What follows belongs to an exercise in optimizing a design on an open flow for small area; a production flow would make more cautious choices. In this exercise RTL edits were held to simulation tests only and were not proved equivalent to the original. No activity file was given, so power comes from the tool's default toggle rates.

**flow/design.v**
```verilog
package rlfb_pkg;
  localparam int NUM_CH = 3;
  localparam int CH_W   = 8;
  localparam logic [6:0]  PCT_MAX     = 7'd100;
  localparam logic [12:0] RECIP_100   = 13'd5243;
  localparam int          RECIP_SHIFT = 19;
  localparam logic [2:0] CMD_TICK      = 3'd0;
  localparam logic [2:0] CMD_SET       = 3'd1;
  localparam logic [2:0] CMD_INTENSITY = 3'd2;
  localparam logic [2:0] CMD_BLINK     = 3'd3;
  localparam logic [2:0] CMD_FADE_IN   = 3'd4;
  localparam logic [2:0] CMD_FADE_OUT  = 3'd5;
  localparam logic [2:0] CMD_OFF       = 3'd6;
  localparam logic [2:0] CMD_NOP       = 3'd7;
  localparam logic [2:0] SEQ_IDLE      = 3'd0;
  localparam logic [2:0] SEQ_BLINK_ON  = 3'd1;
  localparam logic [2:0] SEQ_BLINK_OFF = 3'd2;
  localparam logic [2:0] SEQ_FADE_IN   = 3'd3;
  localparam logic [2:0] SEQ_FADE_OUT  = 3'd4;
  localparam logic [2:0] ST_IDLE = 3'd0;
  localparam logic [2:0] ST_FDIV = 3'd1;
  localparam logic [2:0] ST_LVL  = 3'd2;
  localparam logic [2:0] ST_MUL  = 3'd3;
  localparam logic [2:0] ST_DONE = 3'd4;
endpackage
module rgb_led_fade_blink_driver_core #(
  parameter int TICK_BITS = 16,
  parameter int STEP_BITS = 8
) (
  input  logic        clk,
  input  logic        rst_n,
  input  logic        cfg_we,
  input  logic        cfg_wdata,
  input  logic        in_tvalid,
  output logic        in_tready,
  input  logic [71:0] in_tdata,
  input  logic [2:0]  in_tuser,
  output logic        out_tvalid,
  input  logic        out_tready,
  output logic [23:0] out_tdata,
  output logic [1:0]  out_tuser
);
  localparam logic [3:0] S_IDLE = 4'd0;
  localparam logic [3:0] S_CLR  = 4'd6;    
  localparam logic [3:0] S_FLIP = 4'd7;    
  localparam logic [3:0] S_DZ   = 4'd8;    
  localparam logic [3:0] S_DC   = 4'd9;    
  localparam logic [3:0] S_DEC  = 4'd10;    
  localparam logic [3:0] S_FDIV = 4'd11;    
  localparam logic [3:0] S_LMUL = 4'd12;    
  localparam logic [3:0] S_LDIV = 4'd14;    
  localparam logic [3:0] S_CMUL = 4'd13;    
  localparam logic [3:0] S_CDIV = 4'd15;   
  localparam logic [3:0] S_FD2  = 4'd2;
  localparam logic [3:0] S_FD3  = 4'd3;
  localparam logic [3:0] S_BL2  = 4'd4;
  localparam logic [3:0] S_BL3  = 4'd5;
  localparam logic [3:0] S_FIN  = 4'd1;
  localparam logic [2:0] M_IDLE = 3'b000;
  localparam logic [2:0] M_BON  = 3'b100;
  localparam logic [2:0] M_BOFF = 3'b101;
  logic [3:0]  st, st_n;
  logic [2:0]  cnt;
  logic [1:0]  ch, ch_n;
  logic [2:0]  mode, mode_n;
  logic        ovalid;
  logic        inv, pol;
  logic        rej;
  logic        bw;
  logic [23:0] drive;
  logic [23:0] base;
  logic [15:0] cd, cd_n;
  logic [15:0] wt;
  logic [7:0]  idx;
  logic [7:0]  tot;
  logic [2:0]  cmd;
  logic [23:0] in_rgb;
  logic [6:0]  in_pct;
  logic [7:0]  p_c;
  logic [15:0] on_t;
  logic [15:0] dur_t;
  logic [7:0]  steps_c;
  logic        busy;
  logic        fade;
  logic        cd_hi0, cd_is0, cd_is1;
  logic        last;
  logic        multi;
  logic        grp_end;
  logic [4:0]  pos;
  logic        in_bit;
  logic        s_idle, s_clr, s_flip, s_dz, s_dc, s_dec, s_fdiv, s_lmul, s_ldiv;
  logic        s_cmul, s_cdiv, s_fd2, s_fd3, s_bl2, s_bl3, s_fin;
  logic        disp, d_tick, d_nop, d_rej, d_step, d_bon_end, d_boff_end, d_dec;
  logic        d_set, d_div, d_dz;
  logic        drv_sh, drv_x;
  logic        base_sh;
  logic [7:0]  r, z;
  logic [7:0]  a_op;
  logic [7:0]  rx;
  logic [7:0]  ag;
  logic [8:0]  ac;
  logic [8:0]  s;
  logic [7:0]  d_op;
  logic        zin;
  logic        dv;
  logic        ge;
  logic [7:0]  rdiv;
  logic [15:0] sh_val;
  logic [15:0] div_val;
  logic [15:0] eld_val;
  logic        idx_init;
  assign idx_init = s_fd3 && !cd_is0;
  logic        sel_on, sel_wt, sel_sh, sel_div, sel_eld, clr_r, cd_hold;
  assign cmd     = in_tuser;
  assign in_rgb  = in_tdata[23:0];
  assign in_pct  = in_tdata[30:24];
  assign on_t    = in_tdata[46:31];
  assign dur_t   = in_tdata[62:47];
  assign steps_c = {in_tdata[70:64], in_tdata[63] | (in_tdata[70:64] == 7'd0)};
  assign p_c     = (in_pct > 7'd100) ? 8'd100 : {1'b0, in_pct};
  assign busy    = mode[2];
  assign fade    = ~cmd[1];
  assign cd_hi0  = (cd[15:1] == 15'd0);
  assign cd_is0  = cd_hi0 & ~cd[0];
  assign cd_is1  = cd_hi0 & cd[0];
  assign last    = (cnt == 3'd7);
  assign pos     = {ch, cnt};
  assign in_bit  = in_rgb[5'd23 - pos];
  assign s_idle = (st == S_IDLE);
  assign s_clr  = (st == S_CLR);
  assign s_flip = (st == S_FLIP);
  assign s_dz   = (st == S_DZ);
  assign s_dc   = (st == S_DC);
  assign s_dec  = (st == S_DEC);
  assign s_fdiv = (st == S_FDIV);
  assign s_lmul = (st == S_LMUL);
  assign s_ldiv = (st == S_LDIV);
  assign s_cmul = (st == S_CMUL);
  assign s_cdiv = (st == S_CDIV);
  assign s_fd2  = (st == S_FD2);
  assign s_fd3  = (st == S_FD3);
  assign s_bl2  = (st == S_BL2);
  assign s_bl3  = (st == S_BL3);
  assign s_fin  = (st == S_FIN);
  assign multi  = st[3] || s_clr || s_flip;
  assign disp       = s_idle && (pol == inv) && in_tvalid && !ovalid;
  assign d_tick     = disp && (cmd == rlfb_pkg::CMD_TICK);
  assign d_nop      = disp && (cmd == rlfb_pkg::CMD_NOP);
  assign d_rej      = disp && busy && (cmd != rlfb_pkg::CMD_TICK) && (cmd != rlfb_pkg::CMD_NOP);
  assign d_dec      = d_tick && busy && !cd_is1;
  assign d_step     = d_tick && cd_is1 && mode[1];
  assign d_bon_end  = d_tick && cd_is1 && busy && !mode[1] && !mode[0];
  assign d_boff_end = d_tick && cd_is1 && busy && !mode[1] && mode[0];
  assign d_set      = disp && !busy && (cmd == rlfb_pkg::CMD_SET);
  assign d_div      = disp && !busy && (cmd == rlfb_pkg::CMD_BLINK || cmd[2:1] == 2'b10);
  assign d_dz       = disp && !busy && (cmd == rlfb_pkg::CMD_INTENSITY ||
                                        cmd == rlfb_pkg::CMD_OFF);
  assign r       = cd[15:8];
  assign z       = cd[7:0];
  assign a_op    = (s_lmul || s_idle) ? idx : base[23:16];
  assign rx      = r | {8{s_idle && mode[0]}};
  assign dv      = s_fdiv || s_ldiv || s_cdiv;
  assign ag      = dv ? {1'b1, ~d_op[7:1]} :
                   ((z[0] && (s_lmul || s_cmul || s_idle)) ? a_op : 8'd0);
  assign ac[0]   = dv ? !(d_op[0] && !zin) : (s_idle && !mode[0]);
  for (genvar i = 0; i < 8; i++) begin : g_add
    assign s[i]    = rx[i] ^ ag[i] ^ ac[i];
    assign ac[i+1] = (rx[i] & ag[i]) | (rx[i] & ac[i]) | (ag[i] & ac[i]);
  end
  assign s[8]    = ac[8];
  assign d_op    = (s_fdiv || s_ldiv) ? tot : (cmd[1] ? 8'd100 : 8'd255);
  assign zin     = s_fdiv ? dur_t[4'd15 - pos[3:0]] : z[7];
  assign ge      = s[8];
  assign rdiv    = ge ? {s[6:0], zin ^ d_op[0]} : {r[6:0], zin};
  assign sh_val  = {s_dec ? (cd[0] ^ bw) : s[8], s[7:0], cd[7:1]};
  assign div_val = {rdiv & {8{!clr_r}}, z[6:0], ge};
  assign eld_val = {8'd0, fade ? 8'hff : p_c};
  always_comb begin
    if (s_dec || s_fdiv) grp_end = last && ch[0];
    else                 grp_end = last && (ch == 2'd2) &&
                                   (s_clr || s_flip || s_dz || s_dc || s_cdiv);
  end
  assign sel_on  = s_fd2 && !cmd[2];
  assign sel_wt  = d_bon_end || (s_bl2 && cd_is0) || (s_fd2 && cmd[2]) || (s_cdiv && grp_end);
  assign sel_sh  = s_dec || s_lmul || s_cmul;
  assign sel_div = s_fdiv || s_ldiv || (s_cdiv && !(last));
  assign sel_eld = d_div || d_step || (s_dz && grp_end && cmd == rlfb_pkg::CMD_INTENSITY) || (s_cdiv && last && !grp_end);
  assign clr_r   = s_ldiv && last;
  always_comb begin
    cd_n = ({16{sel_on}}  & on_t)    |
           ({16{sel_wt}}  & wt)      |
           ({16{sel_sh}}  & sh_val)  |
           ({16{sel_div}} & div_val) |
           ({16{sel_eld}} & eld_val) |
           ({16{cd_hold}} & cd);
  end
  assign cd_hold = !(sel_on || sel_wt || sel_sh || sel_div || sel_eld);
  always_comb begin
    case (st)
      S_FLIP:  drv_x = ~drive[23];
      S_DC:    drv_x = in_bit ^ pol;
      S_CDIV:  drv_x = ge ^ pol;
      default: drv_x = pol;
    endcase
  end
  assign drv_sh  = s_clr || s_flip || s_dz || s_dc || s_cdiv;
  assign base_sh = s_dz || s_dc || s_cdiv;
  always_comb begin
    st_n = st;
    case (st)
      S_IDLE: begin
        if (pol != inv)   st_n = S_FLIP;
        else if (d_dec)   st_n = S_DEC;
        else if (d_step)  st_n = S_LMUL;
        else if (d_bon_end) st_n = S_BL3;
        else if (d_set)   st_n = S_DC;
        else if (d_div)   st_n = S_FDIV;
        else if (d_dz)    st_n = S_DZ;
        else if (disp)    st_n = S_FIN;
      end
      S_CLR, S_FLIP: if (grp_end) st_n = S_IDLE;
      S_DZ: if (grp_end) st_n = (cmd == rlfb_pkg::CMD_INTENSITY) ? S_CMUL : S_FIN;
      S_DC, S_DEC: if (grp_end) st_n = S_FIN;
      S_FDIV: if (grp_end) st_n = S_FD2;
      S_FD2:  st_n = cmd[2] ? S_FD3 : S_BL2;
      S_FD3:  st_n = (cmd[0] ^ cd_is0) ? S_DC : S_DZ;
      S_BL2:  st_n = cd_is0 ? S_BL3 : S_DC;
      S_BL3:  st_n = S_DZ;
      S_LMUL: if (last) st_n = S_LDIV;
      S_LDIV: if (last) st_n = S_CMUL;
      S_CMUL: if (last) st_n = S_CDIV;
      S_CDIV: if (last) st_n = grp_end ? S_FIN : (fade ? S_LMUL : S_CMUL);
      default: st_n = S_IDLE;
    endcase
  end
  always_comb begin
    ch_n = ch;
    if (s_idle || s_fd2 || s_fd3 || s_bl2 || s_bl3 || s_fin || grp_end) ch_n = 2'd0;
    else if (last && (s_clr || s_flip || s_dz || s_dc || s_dec || s_fdiv || s_cdiv))
      ch_n = ch + 2'd1;
  end
  always_comb begin
    mode_n = mode;
    if (d_boff_end) mode_n = M_IDLE;
    if (s_bl2 && !cd_is0) mode_n = M_BON;
    if (s_bl3) mode_n = cd_is0 ? M_IDLE : M_BOFF;
    if (s_fd3 && !cd_is0) mode_n = {2'b11, cmd[0]};
    if (s_cmul && cnt == 3'd0 && mode[1] && (mode[0] ? (z == 8'h00) : (z == 8'hff)))
      mode_n = M_IDLE;
  end
  assign in_tready = s_fin;
  always_ff @(posedge clk) begin
    if (!rst_n) begin
      st     <= S_CLR;
      cnt    <= 3'd0;
      ch     <= 2'd0;
      mode   <= M_IDLE;
      ovalid <= 1'b0;
      inv    <= 1'b0;
      pol    <= 1'b0;
    end else begin
      st     <= st_n;
      cnt    <= multi ? cnt + 3'd1 : 3'd0;
      ch     <= ch_n;
      mode   <= mode_n;
      if (s_flip && grp_end) pol <= ~pol;
      if (s_fin) ovalid <= 1'b1;
      else if (out_tready) ovalid <= 1'b0;
      if (cfg_we) inv <= cfg_wdata;
    end
  end
  always_ff @(posedge clk) begin
    if (disp) rej <= d_rej;
    if (s_idle) bw <= 1'b1;
    else if (s_dec) bw <= bw & ~cd[0];
    cd <= cd_n;
    if (s_fdiv) wt <= {wt[14:0], ge};
    idx <= ({8{d_step}} & s[7:0]) | ({8{idx_init && cmd[0]}} & tot) |
           ({8{!(d_step || idx_init)}} & idx);
    if (d_div) tot <= cmd[2] ? steps_c : 8'd1;
    if (drv_sh) drive <= {drive[22:0], drv_x};
    if (base_sh) base <= {base[22:0], s_cdiv ? base[23] : in_bit};
  end
  assign out_tvalid = ovalid;
  assign out_tdata  = drive;
  assign out_tuser  = {rej, busy};
endmodule
```
**flow/flow/run.sh**
```bash
#!/bin/bash
# Layout with the standard ORFS flow (standard.sh) and these changes:
#  - synthesis: synth_recipe.tcl unchanged, but ABC maps with an area script
#    (flow/area.script; see flow/my_synth.tcl)
#  - ports are buffered with sky130_fd_sc_hd__buf_1 instead of the default cell
#  - CTS inserts no dummy balancing loads, and uses clkbuf_4 leaf buffers under a
#    clkbuf_8 root instead of clkbuf_8 throughout
# Each tool's output goes to standard.log; ORFS's own per-step logs are under orfs/logs.
set -e
here=$(pwd)
export FLOW_SYNTH_TCL=$here/synth_recipe.tcl
export MY_ABC_SCRIPT=$here/flow/area.script
bash standard.sh \
  "SYNTH_SCRIPT=$here/flow/my_synth.tcl" \
  'BUFFER_PORTS_ARGS=-buffer_cell sky130_fd_sc_hd__buf_1' \
  'CTS_ARGS=-sink_clustering_enable -repair_clock_nets -dont_use_dummy_load -sink_clustering_size 30 -root_buf sky130_fd_sc_hd__clkbuf_8 -buf_list {sky130_fd_sc_hd__clkbuf_4}' \
  finish > standard.log 2>&1
```
**flow/flow/area.script**
```
strash
dch -f
amap
mfs2
strash
dch -f
amap
topo
stime -c
```
**flow/flow/my_synth.tcl**
```tcl
# The standard synthesis (synth_recipe.tcl, sourced unchanged) with one
# change: ABC maps the logic with the area-oriented script named in
# MY_ABC_SCRIPT instead of ORFS's abc_area.script. Registers are mapped by
# dfflibmap before ABC runs, so they are the same as in the standard synthesis.
proc abc {args} {
  set i [lsearch $args -script]
  if {$i >= 0} {
    lset args [expr {$i + 1}] $::env(MY_ABC_SCRIPT)
  }
  yosys abc {*}$args
}
source $::env(FLOW_SYNTH_TCL)
```
**flow/standard.sh**
```bash
#!/bin/bash
# synth_recipe.tcl (not shown) runs the flow's synth.tcl, then flattens the netlist and writes it again
# the make line also repeats each setting of config.mk as NAME=value (left out here)
make -C /OpenROAD-flow-scripts/flow DESIGN_CONFIG=/design/flow/config.mk WORK_HOME=/design/flow/orfs CLKGATE_MAP_FILE= SYNTH_SCRIPT=/design/flow/synth_recipe.tcl "${@:-finish}"
```
**flow/config.mk**
```make
export PLATFORM = sky130hd
export DESIGN_NAME = rgb_led_fade_blink_driver_core
export DESIGN_NICKNAME = rgb_led_fade_blink_driver_core
export VERILOG_FILES = /design/flow/design.v
export SDC_FILE = /design/flow/constraint.sdc
export NUM_CORES = 4
export LEC_CHECK = 0
export ABC_AREA = 1
export CAP_MARGIN = 20
export CORE_MARGIN = 2
export CORE_UTILIZATION = 40
export CTS_BUF_LIST = sky130_fd_sc_hd__clkbuf_2 sky130_fd_sc_hd__clkbuf_4 sky130_fd_sc_hd__clkbuf_8
export CTS_CLUSTER_SIZE = 30
export SLEW_MARGIN = 20
```
**flow/constraint.sdc**
```tcl
create_clock -name core_clock -period 10.0 [get_ports {clk}]
set_input_delay 2.0000 -clock core_clock [delete_from_list [all_inputs] [get_ports {clk}]]
set_output_delay 2.0000 -clock core_clock [all_outputs]
set_load 0.01 [all_outputs]
```
==> run notes <==
The flow ran to the end and the layout has no timing, DRC or antenna violations. For this run, design rule violations remaining after detail routing come to 0. The portion of the clock cycle consumed by the worst path in the final layout came out at roughly three quarters. The final worst clock skew is ~0.032 ns. The die area came out at roughly 14000 um^2. The number of I/O port buffers came out at ~110. The average instance in the mapped netlist occupies roughly 10 um^2.

The effective utilization at floorplan is between 40% and 50%. The placeable core region came out at around 13000 um^2. The worst path in the final design needs a cycle of about 7.6 ns, including I/O delays and setup.

The adder-cell share of the synthesized area came out at 4.41%. The number of global-route vias before repair came out at between 4000 and 5000. The mapped cell area is between 5000 and 6000 um^2. The first global-routing pass estimated 22500 um of wire.

The placement row count came out at 42. Across every metal layer, demand over resource in global routing totals between 20% and 30%. The routability congestion estimate from global placement is around 0.93. The gate count of the mapped netlist is 520. The routed via count came out at about 4700. The share of cell area taken by muxes after synthesis came out at 0%. Timing would allow up to between 100 and 150 MHz.

The largest fanout on the critical path is 11. The compound-gate portion of the synthesized area came out at a little over a fifth. The worst setup path is launched from an input port.

The post-CTS setup buffer count came out at 0. The clock tree from TritonCTS is built. The average detailed-routed wire length per instance came out at 17.1 um. Counting flops with an async set or reset pin after synthesis yields a share of 0%.

Clock-pin slew was measured on the worst setup and hold paths at approximately 0.080 ns. The post-CTS resize count is 0. The maximum ir drop on the vdd rail is about 0.096 mV. The residual antenna-violating net count after detailed routing is 0. The die boundary width is approximately 120 um. After synthesis, the largest family of logic cells by area is compound AO/OA/AOI/OAI gates. The largest net degree at the start of global routing came out at 25.

The number of sinks on the clock net came out at around 110. The vertical die dimension came out at 119 um. The number of enable-type register cells in the synthesized netlist is between 70 and 80. At the pin with the least slew margin, the transition time is between 1 and 1.5 ns.

The detailed-route wire length is ~14000 um. The Yosys warning count is 1. The iteration count of the initial detailed-routing pass is 5.

Buffers inserted during clock tree synthesis total 17. The worst relative slew slack is about a third. The aggregate negative setup slack is 0 ns. The wire-length estimate of the detail-placed layout is between 10000 and 15000 um. Ranked by instance count, the synthesized netlist is headed by sky130_fd_sc_hd__edfxtp_1, sky130_fd_sc_hd__nor2_1, sky130_fd_sc_hd__clkinv_1.

The number of nets in the layout came out at around 750. In the routed layout, each cell is associated on average with a via count of about 5.6. The simple-gate area share of the yosys netlist came out at ~13%. Yosys attributes the largest share of cell area to sky130_fd_sc_hd__edfxtp_1, sky130_fd_sc_hd__dfxtp_1, sky130_fd_sc_hd__nor2_1, sky130_fd_sc_hd__clkinv_1, sky130_fd_sc_hd__o22ai_1. The worst setup path is of the in2reg kind. Setup repair after global routing left no endpoint under its margin. The number of antenna violations at the first check in global routing was 0.

The post-synthesis register bit count is between 100 and 150. The count of distinct cell types in the synthesized netlist came out at 36. The clock latency on the worst-skew pair came out at approximately 0.41 ns. The fraction of synthesized cell area taken by the top area cell type is 41.1%. The share of the yosys chip area belonging to registers came out at 56.1%. The number of antenna diodes in the final layout is 0.

The net count after synthesis is between 600 and 700. The maximum number of buffers from clock root to sink came out at 2. The min-delay analysis places its worst path in the category reg2reg. The filler cells instantiated in the layout total around 1300.

Of all cell types, the one taking the most synthesized area is sky130_fd_sc_hd__edfxtp_1. For the worst setup path, the data arrival time is ~7.8 ns. The top-level I/O count came out at 109. Across the run, the number of max-cap violations was 0.

The root cell of the clock tree is sky130_fd_sc_hd__clkbuf_8. The hold violation count in the final report came out at 0. STA puts the critical path data required time at between 10 and 15 ns. The ratio of cells with drive above 1 in the final layout came out at slightly below 4%. Cells fill 46.7% of the core in the end.

The most common cell in the netlist is sky130_fd_sc_hd__edfxtp_1. The leakage dissipation came out at 1.91 nW. The final global-route overflow total came out at 0. The DRC marker count from the first detailed-route iteration is 485. The worst setup path is captured at a register. The clock tree synthesis step divided the H-tree into 4 levels. Dividing total power by cell area gives a power density of 277 nW/um^2. Setup violations remaining at the end of the flow were counted as 0. The prevailing post-synth register cell is sky130_fd_sc_hd__edfxtp_1. The area added between synthesis and finish is 14.9%. The number of max-slew violations in the final report is 0. The fraction of synthesized cell area in xor and xnor cells is 0%.

The number of hold-repair buffers added at the cts stage came out at 0.
state kept, by name, summed over array words and instances, names as in the netlist, 2 cells and up:
register  cells
base         24
drive        24
cd           16
wt           16
idx           8
tot           8
st            4
cnt           3
mode          3
ch            2
area by class of cell:
cell class / instances / area [um^2] / area share (%)
flip-flops and latches: 113 / 2990 / 48.8
well taps: 176 / 220 / 3.59
clock buffers: 17 / 134 / 2.18
inverters: 66 / 248 / 4.04
repair buffers: 114 / 454 / 7.41
multi-input cells: 339 / 2080 / 33.9
per-stage QoR:
step | cell area (um^2) | power [mW] | setup WS [ns] | hold WS, ns | instances
CTS | 6130 | 1.71 | 2.40 | 0.435 | 825
global route | 6130 | 1.83 | 2.08 | 0.439 | 825
global placement | 6000 | 1.47 | 2.00 | 0.409 | 808
finish | 6130 | 1.70 | 2.42 | 0.428 | 825
detailed placement | 6000 | 1.48 | 1.99 | 0.406 | 808
floorplan | 5330 | 1.24 | 2.58 | 0.400 | 520
path summary, 6_finish.rpt:
check                     from      end  slack [ns]  depth (start not counted)
setup reg to reg        cnt[1]    cd[8]        2.91                         20
setup / recovery  in_tdata[47]    cd[8]        2.42                         21
hold / removal         base[3]  base[4]        0.43                          0
hold reg to reg        base[3]  base[4]        0.43                          0
per-layer routing:
metal / up-vias / wire length (um) / share of wire, % / global-route usage [%]
li1: 2250 / - / - / -
met1: 2194 / 6770 / 48 / 29.1
met2: 185 / 6110 / 43 / 29.5
met3: 21 / 972 / 6.9 / 5.65
met4: 0 / 280 / 2.0 / 7.79
met5: - / 0 / 0 / 0
layout by cell type (no fill, tap or decap), types with 6 or more instances in the layout:
cell type                  netlist  layout
sky130_fd_sc_hd__buf_1           0     107
sky130_fd_sc_hd__clkbuf_4        0      16
sky130_fd_sc_hd__a221oi_1        6       6
sky130_fd_sc_hd__a221o_1         6       6
sky130_fd_sc_hd__a31oi_1        10      10
sky130_fd_sc_hd__buf_4           2       7
sky130_fd_sc_hd__edfxtp_1       73      73
sky130_fd_sc_hd__o22ai_1        36      36
sky130_fd_sc_hd__o221a_1         6       6
sky130_fd_sc_hd__nor2b_1        10      10
sky130_fd_sc_hd__fa_1            8       8
sky130_fd_sc_hd__a21oi_1        21      21
sky130_fd_sc_hd__o21ai_0        44      43
sky130_fd_sc_hd__nand4_1         7       7
sky130_fd_sc_hd__clkinv_1       66      66
sky130_fd_sc_hd__nor4_1          9       9
sky130_fd_sc_hd__nor3_1         13      13
sky130_fd_sc_hd__nand2_1        38      38
sky130_fd_sc_hd__dfxtp_1        40      40
sky130_fd_sc_hd__o221ai_1       17      17
sky130_fd_sc_hd__nor2_1         67      67
sky130_fd_sc_hd__ha_1            6       6
logic make-up (layout without fill, tap and decap cells):
| family | count (synthesis) | after routing |
|---|---|---|
| AOI/OAI and AO/OA | 173 | 173 |
| adders and majority gates | 14 | 14 |
| buffers and inverters | 68 | 197 |
| and+or+nand+nor | 152 | 152 |
| DFF | 113 | 113 |
power by group:
| group | switching [mW] | internal, mW | total (mW) |
|---|---|---|---|
| clock network | 0.136 | 0.0831 | 0.219 |
| logic | 0.465 | 0.250 | 0.714 |
| registers | 0.0974 | 0.665 | 0.763 |
critical path: stages:
cell and delay, ns:
sky130_fd_sc_hd__buf_1 0.08, sky130_fd_sc_hd__o22ai_1 0.07, sky130_fd_sc_hd__o22ai_1 0.20, sky130_fd_sc_hd__a22oi_1 0.12, sky130_fd_sc_hd__o21ai_0 0.16, sky130_fd_sc_hd__o22ai_1 0.14
sky130_fd_sc_hd__ha_1 0.23, sky130_fd_sc_hd__o22ai_1 0.21, sky130_fd_sc_hd__fa_1 0.22, sky130_fd_sc_hd__clkinv_1 0.09, sky130_fd_sc_hd__fa_1 0.45, sky130_fd_sc_hd__fa_1 0.46
sky130_fd_sc_hd__fa_1 0.46, sky130_fd_sc_hd__fa_1 0.46, sky130_fd_sc_hd__fa_1 0.46, sky130_fd_sc_hd__fa_1 0.46, sky130_fd_sc_hd__fa_1 0.64, sky130_fd_sc_hd__clkinv_1 0.26
sky130_fd_sc_hd__o22ai_1 0.13, sky130_fd_sc_hd__a222oi_1 0.35, sky130_fd_sc_hd__o221ai_1 0.17

==> static timing again, ports no longer ideal <==
How much do the figures lean on ideal ports? The routed layout below was timed once more, with nothing changed but the port constraints. Step 1, drivers: a clkbuf_16 drives clk and a buf_2 each remaining input, both assumed. Step 2, shift: input delay + t, output delay - t, t = (earliest + latest rising clock arrival at the registers) / 2. This alone moves slack from input paths to output paths. Three values: no drivers, after step 1, after step 2; two values: the first two.
shift t [ns]: 0.429
slack for setup (ns): 2.424 / 2.437 / 2.008
clock arrival spread, ns: 0.033 / 0.033
cell pins on the clock port's net: 1
After both steps this run still meets setup and hold. The setup slack of this run moves by +0.013 ns with the drivers and by -0.416 ns with both steps.
